Background: an optimization exercise with open tools, aiming at a short achievable clock period and few clock cycles per item. Do not read the settings as production practice.
At most, simulation tests tie the RTL to the original design; equivalence was not proved.

==> v25: inputs <==
// neighborhood_crowding_growth_rate_unit
module neighborhood_crowding_growth_rate_unit (
  input  logic                   clk,
  input  logic                   rst,
  input  logic                   cfg_we,
  input  logic [2:0]             cfg_index,
  input  logic [19:0]            cfg_data,
  input  logic                   item_valid,
  output logic                   item_ready,
  input  logic [19:0]            item_density_code,
  input  logic [19:0]            item_occupant_label,
  input  logic [1:0]             item_position_stage,
  input  logic [1:0]             item_center_type,
  input  logic signed [23:0]     item_inherent_rate,
  input  logic                   item_last_position,
  output logic                   result_valid,
  input  logic                   result_ready,
  output logic signed [31:0]     result_adjusted_rate,
  output logic [5:0]             result_r_neighbors,
  output logic [6:0]             result_k_neighbors,
  output logic [6:0]             result_total_neighbors
);
==> flow/config.mk <==
export PLATFORM = sky130hd
export DESIGN_NAME = neighborhood_crowding_growth_rate_unit
export DESIGN_NICKNAME = neighborhood_crowding_growth_rate_unit
export VERILOG_FILES = /design/flow/design.v
export SDC_FILE = /design/flow/constraint.sdc
export NUM_CORES = 4
export LEC_CHECK = 0
export ABC_CLOCK_PERIOD_IN_PS = 3000
export CAP_MARGIN = 20
export CORE_MARGIN = 2
export CORE_UTILIZATION = 80
export PLACE_DENSITY = 0.88
export SLEW_MARGIN = 20
==> flow/constraint.sdc <==
create_clock -name core_clock -period 11.0 [get_ports {clk}]
set_input_delay 2.2000 -clock core_clock [delete_from_list [all_inputs] [get_ports {clk}]]
set_output_delay 2.2000 -clock core_clock [all_outputs]
set_load 0.01 [all_outputs]
standard.sh (not shown) runs the stock make flow with config.mk's settings and CLKGATE_MAP_FILE= SYNTH_SCRIPT=/design/flow/synth_recipe.tcl, a recipe that flattens the netlist after the stock synthesis.
==> flow/flow/run.sh <==
#!/bin/bash
# Standard layout, with timing repair aiming well below the clock period.
set -euo pipefail
export SETUP_SLACK_MARGIN=7.8
bash standard.sh > standard_flow.log 2>&1
==> inputs of v10, as changes to v25 <==
--- a/flow/design.v
+++ b/flow/design.v
@@ -220,10 +220,13 @@
   end
   logic        w1_use_r;
   logic [6:0]  w1_kc;
   assign w1_use_r = w1_ctype == TYPE_R;
   assign w1_kc    = {1'b0, w1_k} + {1'b0, w1_s};
+  logic [23:0] w1_abs;
+  ncgr_ks_add #(24) u_abs (.a(w1_rate ^ {24{w1_rate[23]}}), .b(24'd0), .ci(w1_rate[23]),
+                           .s(w1_abs), .co());
   logic        w2_v, w2_use_r, w2_elig;
   logic [5:0]  w2_rc;
   logic [6:0]  w2_kc, w2_n, w2_mb;
   logic [15:0] w2_ma;
   logic [17:0] w2_ma3;
@@ -239,11 +242,11 @@
     w2_mb    <= w1_use_r ? w1_kc : {1'b0, w1_r};
     w2_ma    <= w1_use_r ? alpha : beta;
     w2_ma3   <= w1_use_r ? alpha3 : beta3;
     w2_lim   <= w1_use_r ? r_limit : k_limit;
     w2_rate  <= w1_rate;
-    w2_arate <= w1_rate[23] ? 24'(-w1_rate) : w1_rate;
+    w2_arate <= w1_abs;
   end
   logic [36:0]    ring [CAP];
   logic [FAW-1:0] ring_wp, ring_rp;
   always_ff @(posedge clk) begin
     if (rst) ring_wp <= '0;
@@ -265,68 +268,92 @@
   endfunction
   assign w2_d0 = dig(w2_mb[1:0], w2_ma, w2_ma3);
   assign w2_d1 = dig(w2_mb[3:2], w2_ma, w2_ma3);
   assign w2_d2 = dig(w2_mb[5:4], w2_ma, w2_ma3);
   assign w2_d3 = w2_mb[6] ? {2'b0, w2_ma} : 18'd0;
+  logic [19:0] w2_pa;
+  logic [18:0] w2_pb;
+  ncgr_ks_add #(20) u_pa (.a({2'b0, w2_d0}), .b({w2_d1, 2'b0}), .ci(1'b0), .s(w2_pa), .co());
+  ncgr_ks_add #(19) u_pb (.a({1'b0, w2_d2}), .b({w2_d3[16:0], 2'b0}), .ci(1'b0), .s(w2_pb),
+                          .co());
   logic [22:0] w3_nl;
   logic [23:0] w3_arate;
   always_ff @(posedge clk) begin
     w3_v     <= !rst && w2_v;
     w3_use_r <= w2_use_r;
     w3_crowd <= w2_elig && {w2_n, 8'b0} >= w2_lim;
-    w3_pa    <= {2'b0, w2_d0} + {w2_d1, 2'b0};
-    w3_pb    <= {1'b0, w2_d2} + {w2_d3[16:0], 2'b0};
+    w3_pa    <= w2_pa;
+    w3_pb    <= w2_pb;
     w3_nl    <= 23'({w2_n, 8'b0}) - 23'(w2_lim);
     w3_arate <= w2_arate;
   end
+  logic [22:0] w3_c;
+  logic [25:0] w3_arate3;
+  ncgr_csa_add #(23) u_c (.a(w3_nl), .b(23'(w3_pa)), .c(23'({w3_pb, 4'b0})), .s(w3_c));
+  ncgr_ks_add #(26) u_a3 (.a({2'b0, w3_arate}), .b({1'b0, w3_arate, 1'b0}), .ci(1'b0),
+                          .s(w3_arate3), .co());
   logic        w4_v, w4_use_r, w4_crowd;
   logic [22:0] w4_c;
   logic [23:0] w4_arate;
   logic [25:0] w4_arate3;
   always_ff @(posedge clk) begin
     w4_v     <= !rst && w3_v;
     w4_use_r <= w3_use_r;
     w4_crowd <= w3_crowd;
-    w4_c     <= w3_nl + 23'(w3_pa) + 23'({w3_pb, 4'b0});
+    w4_c     <= w3_c;
     w4_arate <= w3_arate;
-    w4_arate3 <= {2'b0, w3_arate} + {1'b0, w3_arate, 1'b0};
+    w4_arate3 <= w3_arate3;
   end
   function automatic logic [25:0] rdig(input logic [1:0] d, input logic [23:0] m,
                                        input logic [25:0] m3);
     unique case (d)
       2'd0: rdig = '0;
       2'd1: rdig = {2'b0, m};
       2'd2: rdig = {1'b0, m, 1'b0};
       default: rdig = m3;
     endcase
   endfunction
+  logic [27:0] w4_pp [6];
+  for (genvar i = 0; i < 6; i++) begin : g_pp
+    ncgr_ks_add #(28) u_pp (
+      .a ({2'b0, rdig(2'({1'b0, w4_c} >> (4 * i)), w4_arate, w4_arate3)}),
+      .b ({rdig(2'({1'b0, w4_c} >> (4 * i + 2)), w4_arate, w4_arate3), 2'b0}),
+      .ci(1'b0), .s(w4_pp[i]), .co());
+  end
   logic        w5_v, w5_use_r, w5_crowd;
   logic [27:0] w5_pp [6];
   always_ff @(posedge clk) begin
     w5_v     <= !rst && w4_v;
     w5_use_r <= w4_use_r;
     w5_crowd <= w4_crowd;
     for (int i = 0; i < 6; i++)
-      w5_pp[i] <= {2'b0, rdig(2'({1'b0, w4_c} >> (4 * i)), w4_arate, w4_arate3)} +
-                  {rdig(2'({1'b0, w4_c} >> (4 * i + 2)), w4_arate, w4_arate3), 2'b0};
+      w5_pp[i] <= w4_pp[i];
   end
+  logic [35:0] w5_g0, w5_g1;
+  ncgr_csa_add #(36) u_g0 (.a(36'(w5_pp[0])), .b({4'b0, w5_pp[1], 4'b0}), .c({w5_pp[2], 8'b0}),
+                           .s(w5_g0));
+  ncgr_csa_add #(36) u_g1 (.a(36'(w5_pp[3])), .b({4'b0, w5_pp[4], 4'b0}), .c({w5_pp[5], 8'b0}),
+                           .s(w5_g1));
   logic        w6_v, w6_use_r, w6_crowd;
   logic [35:0] w6_g0, w6_g1;
   always_ff @(posedge clk) begin
     w6_v     <= !rst && w5_v;
     w6_use_r <= w5_use_r;
     w6_crowd <= w5_crowd;
-    w6_g0    <= 36'(w5_pp[0]) + {4'b0, w5_pp[1], 4'b0} + {w5_pp[2], 8'b0};
-    w6_g1    <= 36'(w5_pp[3]) + {4'b0, w5_pp[4], 4'b0} + {w5_pp[5], 8'b0};
+    w6_g0    <= w5_g0;
+    w6_g1    <= w5_g1;
   end
+  logic [33:0] w6_ahi;
+  ncgr_ks_add #(34) u_a (.a({10'b0, w6_g0[35:12]}), .b(w6_g1[33:0]), .ci(1'b0), .s(w6_ahi),
+                         .co());
   logic        w7_v, w7_use_r, w7_crowd;
   logic [45:0] w7_a;
   always_ff @(posedge clk) begin
     w7_v     <= !rst && w6_v;
     w7_use_r <= w6_use_r;
     w7_crowd <= w6_crowd;
-    w7_a     <= 46'(w6_g0) + {w6_g1[33:0], 12'b0};
+    w7_a     <= {w6_ahi, w6_g0[11:0]};
   end
   logic        w7_big;
   assign w7_big = w7_use_r ? {1'b0, w7_a[45:31]} >= cr_q
                            : {1'b0, w7_a[45:31]} >= ck_q;
   logic        dv_v    [QSTAGES+1];
@@ -347,16 +374,18 @@
     logic [17:0] r4;
     logic [18:0] tr1, tr2, tr3, tk1, tk2, tk3;
     logic [1:0]  qr, qk;
     logic [15:0] rnr, rnk;
     assign r4  = {dv_rem[i], dv_dq[i][31:30]};
-    assign tr1 = {1'b0, r4} - {3'b0, dcr1[i/4]};
-    assign tr2 = {1'b0, r4} - {2'b0, dcr1[i/4], 1'b0};
-    assign tr3 = {1'b0, r4} - {1'b0, dcr3[i/4]};
-    assign tk1 = {1'b0, r4} - {3'b0, dck1[i/4]};
-    assign tk2 = {1'b0, r4} - {2'b0, dck1[i/4], 1'b0};
-    assign tk3 = {1'b0, r4} - {1'b0, dck3[i/4]};
+    ncgr_ks_add #(19) u_r1 (.a({1'b0, r4}), .b(~{3'b0, dcr1[i/4]}), .ci(1'b1), .s(tr1), .co());
+    ncgr_ks_add #(19) u_r2 (.a({1'b0, r4}), .b(~{2'b0, dcr1[i/4], 1'b0}), .ci(1'b1), .s(tr2),
+                            .co());
+    ncgr_ks_add #(19) u_r3 (.a({1'b0, r4}), .b(~{1'b0, dcr3[i/4]}), .ci(1'b1), .s(tr3), .co());
+    ncgr_ks_add #(19) u_k1 (.a({1'b0, r4}), .b(~{3'b0, dck1[i/4]}), .ci(1'b1), .s(tk1), .co());
+    ncgr_ks_add #(19) u_k2 (.a({1'b0, r4}), .b(~{2'b0, dck1[i/4], 1'b0}), .ci(1'b1), .s(tk2),
+                            .co());
+    ncgr_ks_add #(19) u_k3 (.a({1'b0, r4}), .b(~{1'b0, dck3[i/4]}), .ci(1'b1), .s(tk3), .co());
     always_comb begin
       if (!tr3[18])      begin qr = 2'd3; rnr = tr3[15:0]; end
       else if (!tr2[18]) begin qr = 2'd2; rnr = tr2[15:0]; end
       else if (!tr1[18]) begin qr = 2'd1; rnr = tr1[15:0]; end
       else               begin qr = 2'd0; rnr = r4[15:0];  end
@@ -395,20 +424,24 @@
   logic [23:0] f1_rate;
   logic [33:0] fq_a, fq_b;
   logic [17:0] fq_lo;
   assign fq_a  = {{10{f0_rate[23]}}, f0_rate};
   assign fq_b  = f0_rate[23] ? {2'b0, f0_q} : ~{2'b0, f0_q};
-  assign fq_lo = {1'b0, fq_a[16:0]} + {1'b0, fq_b[16:0]} + 18'(!f0_rate[23]);
+  logic [16:0] fq_hi0, fq_hi1;
+  ncgr_ks_add #(17) u_lo (.a(fq_a[16:0]), .b(fq_b[16:0]), .ci(!f0_rate[23]), .s(fq_lo[16:0]),
+                          .co(fq_lo[17]));
+  ncgr_ks_add #(17) u_h0 (.a(fq_a[33:17]), .b(fq_b[33:17]), .ci(1'b0), .s(fq_hi0), .co());
+  ncgr_ks_add #(17) u_h1 (.a(fq_a[33:17]), .b(fq_b[33:17]), .ci(1'b1), .s(fq_hi1), .co());
   always_ff @(posedge clk) begin
     f1_v     <= !rst && f0_v;
     f1_crowd <= f0_crowd;
     f1_big   <= f0_big;
     f1_neg   <= f0_rate[23];
     f1_lo    <= fq_lo[16:0];
     f1_c     <= fq_lo[17];
-    f1_hi0   <= fq_a[33:17] + fq_b[33:17];
-    f1_hi1   <= fq_a[33:17] + fq_b[33:17] + 17'd1;
+    f1_hi0   <= fq_hi0;
+    f1_hi1   <= fq_hi1;
     f1_rc    <= f0_rc;
     f1_kc    <= f0_kc;
     f1_n     <= {1'b0, f0_rc} + f0_kc;
     f1_rate  <= f0_rate;
   end
@@ -470,5 +503,51 @@
   assign result_adjusted_rate   = out_data[51:20];
   assign result_r_neighbors     = out_data[19:14];
   assign result_k_neighbors     = out_data[13:7];
   assign result_total_neighbors = out_data[6:0];
 endmodule
+module ncgr_ks_add #(
+  parameter int W = 8
+) (
+  input  logic [W-1:0] a,
+  input  logic [W-1:0] b,
+  input  logic         ci,
+  output logic [W-1:0] s,
+  output logic         co
+);
+  localparam int L = (W <= 2) ? 1 : (W <= 4) ? 2 : (W <= 8) ? 3 : (W <= 16) ? 4 : (W <= 32) ? 5 : 6;
+  logic [(L+1)*W-1:0] g;
+  logic [(L+1)*W-1:0] p;
+  logic [W:0]         c;
+  assign g[W-1:0] = a & b;
+  assign p[W-1:0] = a ^ b;
+  for (genvar l = 0; l < L; l++) begin : g_lvl
+    for (genvar i = 0; i < W; i++) begin : g_bit
+      if (i >= (1 << l)) begin : g_op
+        assign g[(l+1)*W + i] = g[l*W + i] | (p[l*W + i] & g[l*W + i - (1 << l)]);
+        assign p[(l+1)*W + i] = p[l*W + i] & p[l*W + i - (1 << l)];
+      end else begin : g_pass
+        assign g[(l+1)*W + i] = g[l*W + i];
+        assign p[(l+1)*W + i] = p[l*W + i];
+      end
+    end
+  end
+  assign c[0] = ci;
+  for (genvar i = 0; i < W; i++) begin : g_carry
+    assign c[i+1] = g[L*W + i] | (p[L*W + i] & ci);
+  end
+  assign s  = p[W-1:0] ^ c[W-1:0];
+  assign co = c[W];
+endmodule
+module ncgr_csa_add #(
+  parameter int W = 8
+) (
+  input  logic [W-1:0] a,
+  input  logic [W-1:0] b,
+  input  logic [W-1:0] c,
+  output logic [W-1:0] s
+);
+  logic [W-1:0] x, y;
+  assign x = a ^ b ^ c;
+  assign y = (a & b) | (a & c) | (b & c);
+  ncgr_ks_add #(W) u_add (.a(x), .b({y[W-2:0], 1'b0}), .ci(1'b0), .s(s), .co());
+endmodule
--- a/flow/config.mk
+++ b/flow/config.mk
@@ -6,8 +6,8 @@
 export NUM_CORES = 4
 export LEC_CHECK = 0
 export ABC_CLOCK_PERIOD_IN_PS = 3000
 export CAP_MARGIN = 20
 export CORE_MARGIN = 2
-export CORE_UTILIZATION = 80
-export PLACE_DENSITY = 0.88
+export CORE_UTILIZATION = 55
+export PLACE_DENSITY = 0.65
 export SLEW_MARGIN = 20
==> notes <==
- v25 ended with an error in 4_1_cts, error DPL-0033. v10 finished clean.
- In v25 the area after synthesis is larger than in v10, by 3.1%.
- Of v10 and v25, v25 has the higher synthesized cell count (gap about 5.4%, measured against v25).
Testbench counts of v10, summed over its fixed seeds: cycles 24,336, positions 24,091.
The RTL of v25 was laid out without a check of its function.

afterwards: timing with drivers on the ports:
Ports are ideal in the flow. The routed layout listed here was re-timed in OpenROAD.
Step 1 assumes that a clkbuf_16 drives the clock port and a buf_2 every other input.
Step 2 adds t to the input delays and takes it off the output delays; t is the mean of the earliest and latest rising clock arrival at the registers after step 1. Input paths then give back, and output paths get back, about the clock's delay inside the block.
Three values: ideal, step 1, step 2; two values: the first two.
run: v10
t (ns): 1.129
setup WS [ns]: 7.215 / 7.153 / 6.685
clock arrival spread, ns: 0.100 / 0.100
After both steps v10 still meets setup and hold. For v10, drivers alone change the setup slack by -0.062 ns; drivers and shift together by -0.530 ns.
